What follows belongs to an exercise in optimizing a design on an open flow for small area; a production flow would make more cautious choices.
RTL that was checked went through simulation tests only; none was proved equivalent to the original.
Power figures rest on the tool's default switching activity, not on a simulated workload.

main:
## id_stage
module id_stage (
  input  logic          clk,
  input  logic          rst,
  input  logic [DW-1:0] pc_in,
  input  logic [DW-1:0] instr_in,
  input  logic          wb_en,
  input  logic [RW-1:0] wb_dest,
  input  logic [DW-1:0] wb_val,
  input  logic          exe_wb_en,
  input  logic [RW-1:0] exe_dest,
  input  logic          mem_wb_en,
  input  logic [RW-1:0] mem_dest,
  output logic          freez,
  output logic          br_taken,
  output logic [DW-1:0] br_addr,
  output logic [DW-1:0] pc_out,
  output logic [3:0]    alu_cmd,
  output logic [DW-1:0] val1,
  output logic [DW-1:0] val2,
  output logic [DW-1:0] st_val,
  output logic [RW-1:0] dest,
  output logic          wb_en_out,
  output logic          mem_r,
  output logic          mem_w
);
For scale: roughly 2900 cells after synthesis, about 290 I/O pins.
export LEC_CHECK = 0
export CAP_MARGIN = 20
export CORE_MARGIN = 2
export CORE_UTILIZATION = 50
export GPL_TIMING_DRIVEN = 0
export SETUP_SLACK_MARGIN = 0.2
export SLEW_MARGIN = 20
export SYNTH_HIERARCHICAL = 1
export SYNTH_MINIMUM_KEEP_SIZE = 0
create_clock -name core_clock -period 9.0 [get_ports {clk}]
standard.sh (not shown) runs the stock make flow with config.mk's settings and CLKGATE_MAP_FILE= SYNTH_SCRIPT=/design/flow/synth_recipe.tcl, a recipe that flattens the netlist after the stock synthesis.
==> flow/flow/run.sh <==
#!/bin/bash
# Layout flow: the standard ORFS flow (standard.sh, which runs the
# standard synthesis unchanged), with these changes to how the layout is
# made:
#  - the port buffers are sky130_fd_sc_hd__buf_1 instead of the cell
#    buffer_ports picks by default (every port still gets its buffer);
#  - clock tree synthesis inserts no dummy loads, and clusters up to 25
#    flip-flops on each clkbuf_16 leaf buffer;
#  - after global routing, gates off the critical paths are sized down
#    (ORFS's power recovery step), and flow/post_grt.tcl then repairs the
#    slew, capacitance and setup limits again.
# The make run's full output goes to flow_make.log in the work folder;
# ORFS's per-step logs are under orfs/logs/.
set -euo pipefail
cd "$(dirname "${BASH_SOURCE[0]}")/.."
bash standard.sh \
  "BUFFER_PORTS_ARGS=-buffer_cell sky130_fd_sc_hd__buf_1" \
  "CTS_ARGS=-sink_clustering_enable -repair_clock_nets -dont_use_dummy_load -buf_list sky130_fd_sc_hd__clkbuf_16 -sink_clustering_size 25 -sink_clustering_max_diameter 100" \
  "RECOVER_POWER=100" \
  "POST_GLOBAL_ROUTE_TCL=$PWD/flow/post_grt.tcl" \
  finish > flow_make.log 2>&1
==> flow/flow/post_grt.tcl <==
# Run at the end of ORFS's global route step, after its power recovery
# (RECOVER_POWER), which sizes gates down without regard to the slew and
# capacitance limits: repair those limits again, then legalise and reroute
# what changed, and repair setup timing.
global_route -start_incremental
repair_design -slew_margin 20 -cap_margin 20 -verbose
detailed_placement
global_route -end_incremental
estimate_parasitics -global_routing
global_route -start_incremental
repair_timing -setup -setup_margin 0.3 -verbose
detailed_placement
global_route -end_incremental
estimate_parasitics -global_routing
main went all the way through the flow, and no timing, DRC or antenna check failed.
--- input diff main..the feature branch ---
--- a/flow/flow/post_grt.tcl
+++ b/flow/flow/post_grt.tcl
@@ -9,5 +9,5 @@
 estimate_parasitics -global_routing
 global_route -start_incremental
-repair_timing -setup -setup_margin 0.3 -verbose
+repair_timing -setup -setup_margin 0.4 -verbose
 detailed_placement
 global_route -end_incremental
Findings:
Status: net switching power figure parity (main, the feature branch)
main → the feature branch: layout overhead on the synthesized area closely matched the old numbers; routed length per placed instance closely matched the old numbers.
The total met3 wirelength after detailed routing of the feature branch and that of main are within noise of each other.

========
id_stage, a different RTL version from the one above (not shown whole).
For scale: about 1200 flip-flops, ~290 I/O pins, about 48000 µm² of cells after synthesis.
export LEC_CHECK = 0
export CAP_MARGIN = 20
export CORE_MARGIN = 2
export CORE_UTILIZATION = 60
export GPL_TIMING_DRIVEN = 0
export SETUP_SLACK_MARGIN = 0.2
export SLEW_MARGIN = 20
export SYNTH_HIERARCHICAL = 1
export SYNTH_MINIMUM_KEEP_SIZE = 0
create_clock -name core_clock -period 9.0 [get_ports {clk}]
==> flow/flow/post_grt.tcl <==
# Run at the end of ORFS's global route step, after its power recovery
# (RECOVER_POWER), which sizes gates down without regard to the slew and
# capacitance limits: repair those limits again, then legalise and reroute
# what changed, and repair setup timing.
global_route -start_incremental
repair_design -slew_margin 20 -cap_margin 20 -verbose
detailed_placement
global_route -end_incremental
estimate_parasitics -global_routing
global_route -start_incremental
repair_timing -setup -setup_margin 0.4 -verbose
detailed_placement
global_route -end_incremental
estimate_parasitics -global_routing
Scripts as last shown in full above: flow/flow/run.sh
The first run finished with timing, DRC and antenna clean.
Edit:
Settings changed: CORE_UTILIZATION 60 to 50.
Effect: The changed run finished with timing, DRC and antenna clean. Count of clock-buffer cells in the layout stays the same. Wire length rises by 5.2%. Power barely changes. Non-clock buffer count rises by 7. Worst setup slack improves by 0.073 ns. Via count falls by 0.93%.
Edit:
Settings changed: CORE_UTILIZATION 50 to 40, SETUP_SLACK_MARGIN 0.2 to 0.4.
Power rose slightly.
Sequential power barely changes.
Sequential share of layout area fell by 0.84 points.
Cell count rose by a little under a tenth.
Utilization fell by 11 points.
Via count fell slightly.

========
== old ==
The RTL this note starts from:
==> flow/design.v <==
package id_stage_pkg;
  localparam int DW      = 32;
  localparam int REG_CNT = 32;
  localparam int RW      = $clog2(REG_CNT);
  localparam logic [31:0] NOP = 32'h0;
  localparam int OP_LSB = 26;
  localparam int RS_LSB = 21;
  localparam int RT_LSB = 16;
  localparam int RD_LSB = 11;
  localparam logic [5:0] OP_ADD  = 6'b000001;
  localparam logic [5:0] OP_SUB  = 6'b000011;
  localparam logic [5:0] OP_AND  = 6'b000101;
  localparam logic [5:0] OP_OR   = 6'b000110;
  localparam logic [5:0] OP_NOR  = 6'b000111;
  localparam logic [5:0] OP_XOR  = 6'b001000;
  localparam logic [5:0] OP_SLA  = 6'b001001;
  localparam logic [5:0] OP_SLL  = 6'b001010;
  localparam logic [5:0] OP_SRA  = 6'b001011;
  localparam logic [5:0] OP_SRL  = 6'b001100;
  localparam logic [5:0] OP_ADDI = 6'b100000;
  localparam logic [5:0] OP_SUBI = 6'b100001;
  localparam logic [5:0] OP_LD   = 6'b100100;
  localparam logic [5:0] OP_ST   = 6'b100101;
  localparam logic [5:0] OP_BEZ  = 6'b101000;
  localparam logic [5:0] OP_BNE  = 6'b101001;
  localparam logic [5:0] OP_JMP  = 6'b101010;
  localparam logic [3:0] ALU_ADD = 4'b0001;
  localparam logic [3:0] ALU_SUB = 4'b0011;
  typedef struct packed {
    logic [DW-1:0] pc;
    logic [3:0]    alu_cmd;
    logic [DW-1:0] val1;
    logic [DW-1:0] val2;
    logic [DW-1:0] st_val;
    logic [RW-1:0] dest;
    logic          wb_en;
    logic          mem_r;
    logic          mem_w;
  } id_ex_t;
  function automatic logic [DW-1:0] sext16(input logic [15:0] v);
    sext16 = {{(DW-16){v[15]}}, v};
  endfunction
endpackage
module id_stage_reg_file #(
  parameter  int REG_CNT = 32,
  parameter  int DW      = 32,
  localparam int AW      = $clog2(REG_CNT)
) (
  input  logic          clk,
  input  logic          rst,
  input  logic [AW-1:0] ra1,
  input  logic [AW-1:0] ra2,
  output logic [DW-1:0] rd1,
  output logic [DW-1:0] rd2,
  input  logic          we,
  input  logic [AW-1:0] wa,
  input  logic [DW-1:0] wd
);
  logic [REG_CNT-1:1][DW-1:0] regs;
  logic [REG_CNT-1:1]         vld;
  logic [REG_CNT-1:1]         wsel;
  always_comb begin
    for (int i = 1; i < REG_CNT; i++) wsel[i] = we && (wa == AW'(i));
  end
  always_ff @(posedge clk) begin
    for (int i = 1; i < REG_CNT; i++)
      if (wsel[i]) regs[i] <= wd;
  end
  always_ff @(posedge clk or posedge rst) begin
    if (rst) vld <= '0;
    else     vld <= vld | wsel;
  end
  id_stage_rd_port #(.REG_CNT(REG_CNT), .DW(DW)) u_rd1 (
    .ra(ra1), .we(we), .wa(wa), .wd(wd), .vld(vld), .regs(regs), .rd(rd1)
  );
  id_stage_rd_port #(.REG_CNT(REG_CNT), .DW(DW)) u_rd2 (
    .ra(ra2), .we(we), .wa(wa), .wd(wd), .vld(vld), .regs(regs), .rd(rd2)
  );
endmodule
module id_stage_rd_port #(
  parameter  int REG_CNT = 32,
  parameter  int DW      = 32,
  localparam int AW      = $clog2(REG_CNT)
) (
  input  logic [AW-1:0]              ra,
  input  logic                       we,
  input  logic [AW-1:0]              wa,
  input  logic [DW-1:0]              wd,
  input  logic [REG_CNT-1:1]         vld,
  input  logic [REG_CNT-1:1][DW-1:0] regs,
  output logic [DW-1:0]              rd
);
  logic [REG_CNT-1:0] sel;
  id_stage_rd_dec #(.REG_CNT(REG_CNT)) u_dec (
    .ra(ra), .we(we), .wa(wa), .vld(vld), .sel(sel)
  );
  for (genvar b = 0; b < DW; b++) begin : g_bit
    logic [REG_CNT-1:0] src;
    always_comb begin
      src[0] = wd[b];
      for (int i = 1; i < REG_CNT; i++) src[i] = regs[i][b];
    end
    id_stage_ao_n #(.N(REG_CNT)) u_ao (.sel(sel), .src(src), .y(rd[b]));
  end
endmodule
module id_stage_rd_dec #(
  parameter  int REG_CNT = 32,
  localparam int AW      = $clog2(REG_CNT)
) (
  input  logic [AW-1:0]      ra,
  input  logic               we,
  input  logic [AW-1:0]      wa,
  input  logic [REG_CNT-1:1] vld,
  output logic [REG_CNT-1:0] sel
);
  localparam int LW = 2;
  localparam int HW = AW - LW;
  logic              hit;
  logic [2**LW-1:0]  lo;
  logic [2**HW-1:0]  hi;
  assign hit = we && (wa == ra) && (ra != '0);
  always_comb begin
    for (int j = 0; j < 2**LW; j++) lo[j] = (ra[LW-1:0] == LW'(j));
    for (int j = 0; j < 2**HW; j++) hi[j] = (ra[AW-1:LW] == HW'(j)) && !hit;
  end
  assign sel[0] = hit;
  for (genvar i = 1; i < REG_CNT; i++) begin : g_sel
    id_stage_and3 u_and (.a(lo[i % 2**LW]), .b(hi[i / 2**LW]), .c(vld[i]), .y(sel[i]));
  end
endmodule
module id_stage_and3 (
  input  logic a,
  input  logic b,
  input  logic c,
  output logic y
);
  assign y = a & b & c;
endmodule
module id_stage_ao_n #(
  parameter int N = 32
) (
  input  logic [N-1:0] sel,
  input  logic [N-1:0] src,
  output logic         y
);
  localparam int G = (N + 2) / 3;
  logic [G-1:0] n;
  for (genvar g = 0; g < G; g++) begin : g_grp
    if (3*g + 3 <= N) begin : g_full
      id_stage_aoi3 u_aoi (.s(sel[3*g +: 3]), .d(src[3*g +: 3]), .y(n[g]));
    end else begin : g_part
      assign n[g] = ~|(sel[N-1:3*g] & src[N-1:3*g]);
    end
  end
  assign y = ~&n;
endmodule
module id_stage_aoi3 (
  input  logic [2:0] s,
  input  logic [2:0] d,
  output logic       y
);
  assign y = ~|(s & d);
endmodule
import id_stage_pkg::*;
module id_stage (
  input  logic          clk,
  input  logic          rst,
  input  logic [DW-1:0] pc_in,
  input  logic [DW-1:0] instr_in,
  input  logic          wb_en,
  input  logic [RW-1:0] wb_dest,
  input  logic [DW-1:0] wb_val,
  input  logic          exe_wb_en,
  input  logic [RW-1:0] exe_dest,
  input  logic          mem_wb_en,
  input  logic [RW-1:0] mem_dest,
  output logic          freez,
  output logic          br_taken,
  output logic [DW-1:0] br_addr,
  output logic [DW-1:0] pc_out,
  output logic [3:0]    alu_cmd,
  output logic [DW-1:0] val1,
  output logic [DW-1:0] val2,
  output logic [DW-1:0] st_val,
  output logic [RW-1:0] dest,
  output logic          wb_en_out,
  output logic          mem_r,
  output logic          mem_w
);
  logic [5:0]    op;
  logic [RW-1:0] rs, rt, rd;
  logic [DW-1:0] imm, rv1, rv2;
  logic          is_r, is_ai, is_ld, is_st;
  logic          is_bez, is_bne, is_jmp;
  logic          use1, use2, br_cond;
  logic          haz1, haz2;
  id_stage_pkg::id_ex_t d, q;
  assign op  = instr_in[OP_LSB +: 6];
  assign rs  = instr_in[RS_LSB +: RW];
  assign rt  = instr_in[RT_LSB +: RW];
  assign rd  = instr_in[RD_LSB +: RW];
  assign imm = {{(DW-16){instr_in[15]}}, instr_in[15:0]};
  id_stage_reg_file #(
    .REG_CNT(REG_CNT),
    .DW     (DW)
  ) u_rf (
    .clk(clk),
    .rst(rst),
    .ra1(rs),
    .ra2(rt),
    .rd1(rv1),
    .rd2(rv2),
    .we (wb_en),
    .wa (wb_dest),
    .wd (wb_val)
  );
  always_comb begin
    is_r   = (op == OP_ADD) || (op == OP_SUB) || (op == OP_AND) ||
             (op == OP_OR)  || (op == OP_NOR) || (op == OP_XOR) ||
             (op == OP_SLA) || (op == OP_SLL) || (op == OP_SRA) ||
             (op == OP_SRL);
    is_ai  = (op == OP_ADDI) || (op == OP_SUBI);
    is_ld  = (op == OP_LD);
    is_st  = (op == OP_ST);
    is_bez = (op == OP_BEZ);
    is_bne = (op == OP_BNE);
    is_jmp = (op == OP_JMP);
    d       = '0;
    use1    = 1'b0;
    use2    = 1'b0;
    br_cond = 1'b0;
    unique case (1'b1)
      is_r: begin
        use1      = 1'b1;
        use2      = 1'b1;
        d.alu_cmd = op[3:0];
        d.pc      = pc_in;
        d.val1    = rv1;
        d.val2    = rv2;
        d.dest    = rd;
        d.wb_en   = 1'b1;
      end
      is_ai, is_ld: begin
        use1      = 1'b1;
        d.alu_cmd = (op == OP_SUBI) ? ALU_SUB : ALU_ADD;
        d.pc      = pc_in;
        d.val1    = rv1;
        d.val2    = imm;
        d.dest    = rt;
        d.wb_en   = 1'b1;
        d.mem_r   = is_ld;
      end
      is_st: begin
        use1      = 1'b1;
        use2      = 1'b1;
        d.alu_cmd = ALU_ADD;
        d.pc      = pc_in;
        d.val1    = rv1;
        d.val2    = imm;
        d.st_val  = rv2;
        d.mem_w   = 1'b1;
      end
      is_bez: begin
        use1    = 1'b1;
        br_cond = (rv1 == '0);
      end
      is_bne: begin
        use1    = 1'b1;
        use2    = 1'b1;
        br_cond = (rv1 != rv2);
      end
      is_jmp: br_cond = 1'b1;
      default: ;
    endcase
  end
  assign haz1 = (rs != '0) &&
                ((exe_wb_en && rs == exe_dest) ||
                 (mem_wb_en && rs == mem_dest));
  assign haz2 = (rt != '0) &&
                ((exe_wb_en && rt == exe_dest) ||
                 (mem_wb_en && rt == mem_dest));
  assign freez = (use1 && haz1) || (use2 && haz2);
  assign br_taken = br_cond && !freez;
  assign br_addr  = pc_in + {imm[DW-3:0], 2'b00};
  always_ff @(posedge clk or posedge rst) begin
    if (rst)        q <= '0;
    else if (freez) q <= '0;
    else            q <= d;
  end
  assign pc_out    = q.pc;
  assign alu_cmd   = q.alu_cmd;
  assign val1      = q.val1;
  assign val2      = q.val2;
  assign st_val    = q.st_val;
  assign dest      = q.dest;
  assign wb_en_out = q.wb_en;
  assign mem_r     = q.mem_r;
  assign mem_w     = q.mem_w;
endmodule
==> flow/config.mk <==
export PLATFORM = sky130hd
export DESIGN_NAME = id_stage
export DESIGN_NICKNAME = id_stage
export VERILOG_FILES = /design/flow/design.v
export SDC_FILE = /design/flow/constraint.sdc
export NUM_CORES = 4
export LEC_CHECK = 0
export CAP_MARGIN = 20
export CORE_MARGIN = 2
export CORE_UTILIZATION = 40
export GPL_TIMING_DRIVEN = 0
export SETUP_SLACK_MARGIN = 0.2
export SLEW_MARGIN = 20
export SYNTH_HIERARCHICAL = 1
export SYNTH_MINIMUM_KEEP_SIZE = 0
==> flow/constraint.sdc <==
create_clock -name core_clock -period 9.0 [get_ports {clk}]
set_input_delay 1.8000 -clock core_clock [delete_from_list [all_inputs] [get_ports {clk}]]
set_output_delay 1.8000 -clock core_clock [all_outputs]
set_load 0.01 [all_outputs]
run.sh (not shown) runs the stock make flow with config.mk's settings and CLKGATE_MAP_FILE= SYNTH_SCRIPT=/design/flow/synth_recipe.tcl, a recipe that flattens the netlist after the stock synthesis.
Stock flow here: none of the scripts above is used.
The final layout from old, which completed every stage, passed the timing, design-rule and antenna checks at the end of the flow.
Edits applied to the flow inputs when going from old to new:
# old
export LEC_CHECK = 0
export CAP_MARGIN = 20
export CORE_MARGIN = 2
export CORE_UTILIZATION = 40
export GPL_TIMING_DRIVEN = 0
export SETUP_SLACK_MARGIN = 0.2
export SLEW_MARGIN = 20
export SYNTH_HIERARCHICAL = 1
export SYNTH_MINIMUM_KEEP_SIZE = 0
create_clock -name core_clock -period 9.0 [get_ports {clk}]
# new
export LEC_CHECK = 0
export CAP_MARGIN = 0
export CORE_MARGIN = 2
export CORE_UTILIZATION = 40
export CTS_BUF_LIST = sky130_fd_sc_hd__clkbuf_4
export SETUP_SLACK_MARGIN = 0.2
export SLEW_MARGIN = 0
export SYNTH_HIERARCHICAL = 1
export SYNTH_MINIMUM_KEEP_SIZE = 0
create_clock -name core_clock -period 9.0 [get_ports {clk}]
Findings:
new: no failed stages, no open violations at the end. Post-layout minimum cycle time delta for new relative to old: 0.012 ns lower. Post-synthesis to final-layout area growth, new and old: smaller value in old. Data arrival time of the worst path (higher): old. Summary of new over old: sequential power share was more or less identical, slew at the pin closest to its max-slew limit now smaller, number of buffers created by CTS saw an increase.
No run of this note included a check of the RTL's function; only the layout flow was run.

[afterwards: timing with drivers on the ports]
The results above use ideal ports. As a check the final layouts listed here were re-extracted and re-timed, cells and wires unchanged.
Step 1: set_driving_cell puts a clkbuf_16 on clk and a buf_2 on each other input, an assumption about the parent block.
Step 2 adds t to the input delays and takes it off the output delays; t is the mean of the earliest and latest rising clock arrival at the registers after step 1. Input paths then give back, and output paths get back, about the clock's delay inside the block.
Slacks: ideal / step 1 / step 2; pairs: ideal / step 1.
| run | t, ns | setup slack, ns | worst hold slack (ns) | latest minus earliest clock arrival (ns) | pins driven straight from the clock port |
|---|---|---|---|---|---|
| main | 0.719 | 0.317 / 0.241 / 0.241 | 0.478 / 0.478 / 0.478 | 0.063 / 0.063 | 1 |
| the feature branch | 0.718 | 0.394 / 0.207 / 0.207 | 0.479 / 0.479 / 0.479 | 0.058 / 0.058 | 1 |
| the first run of note 2 | 0.728 | 0.316 / 0.246 / 0.246 | 0.483 / 0.483 / 0.483 | 0.052 / 0.051 | 1 |
| the second run of note 2 | 0.739 | 0.389 / 0.298 / 0.298 | 0.488 / 0.488 / 0.488 | 0.068 / 0.068 | 1 |
| the third run of note 2 | 0.756 | 0.451 / 0.316 / 0.316 | 0.477 / 0.477 / 0.477 | 0.057 / 0.057 | 1 |
| old | 0.783 | 0.305 / 0.281 / 0.281 | 0.509 / 0.509 / 0.509 | 0.025 / 0.026 | 1 |
| new | 1.255 | 0.317 / 0.266 / 0.266 | 0.504 / 0.504 / 0.504 | 0.114 / 0.114 | 1 |
After both steps every run listed still meets setup and hold. For the feature branch, which loses most, drivers alone change the setup slack by -0.187 ns; drivers and shift together by -0.187 ns.
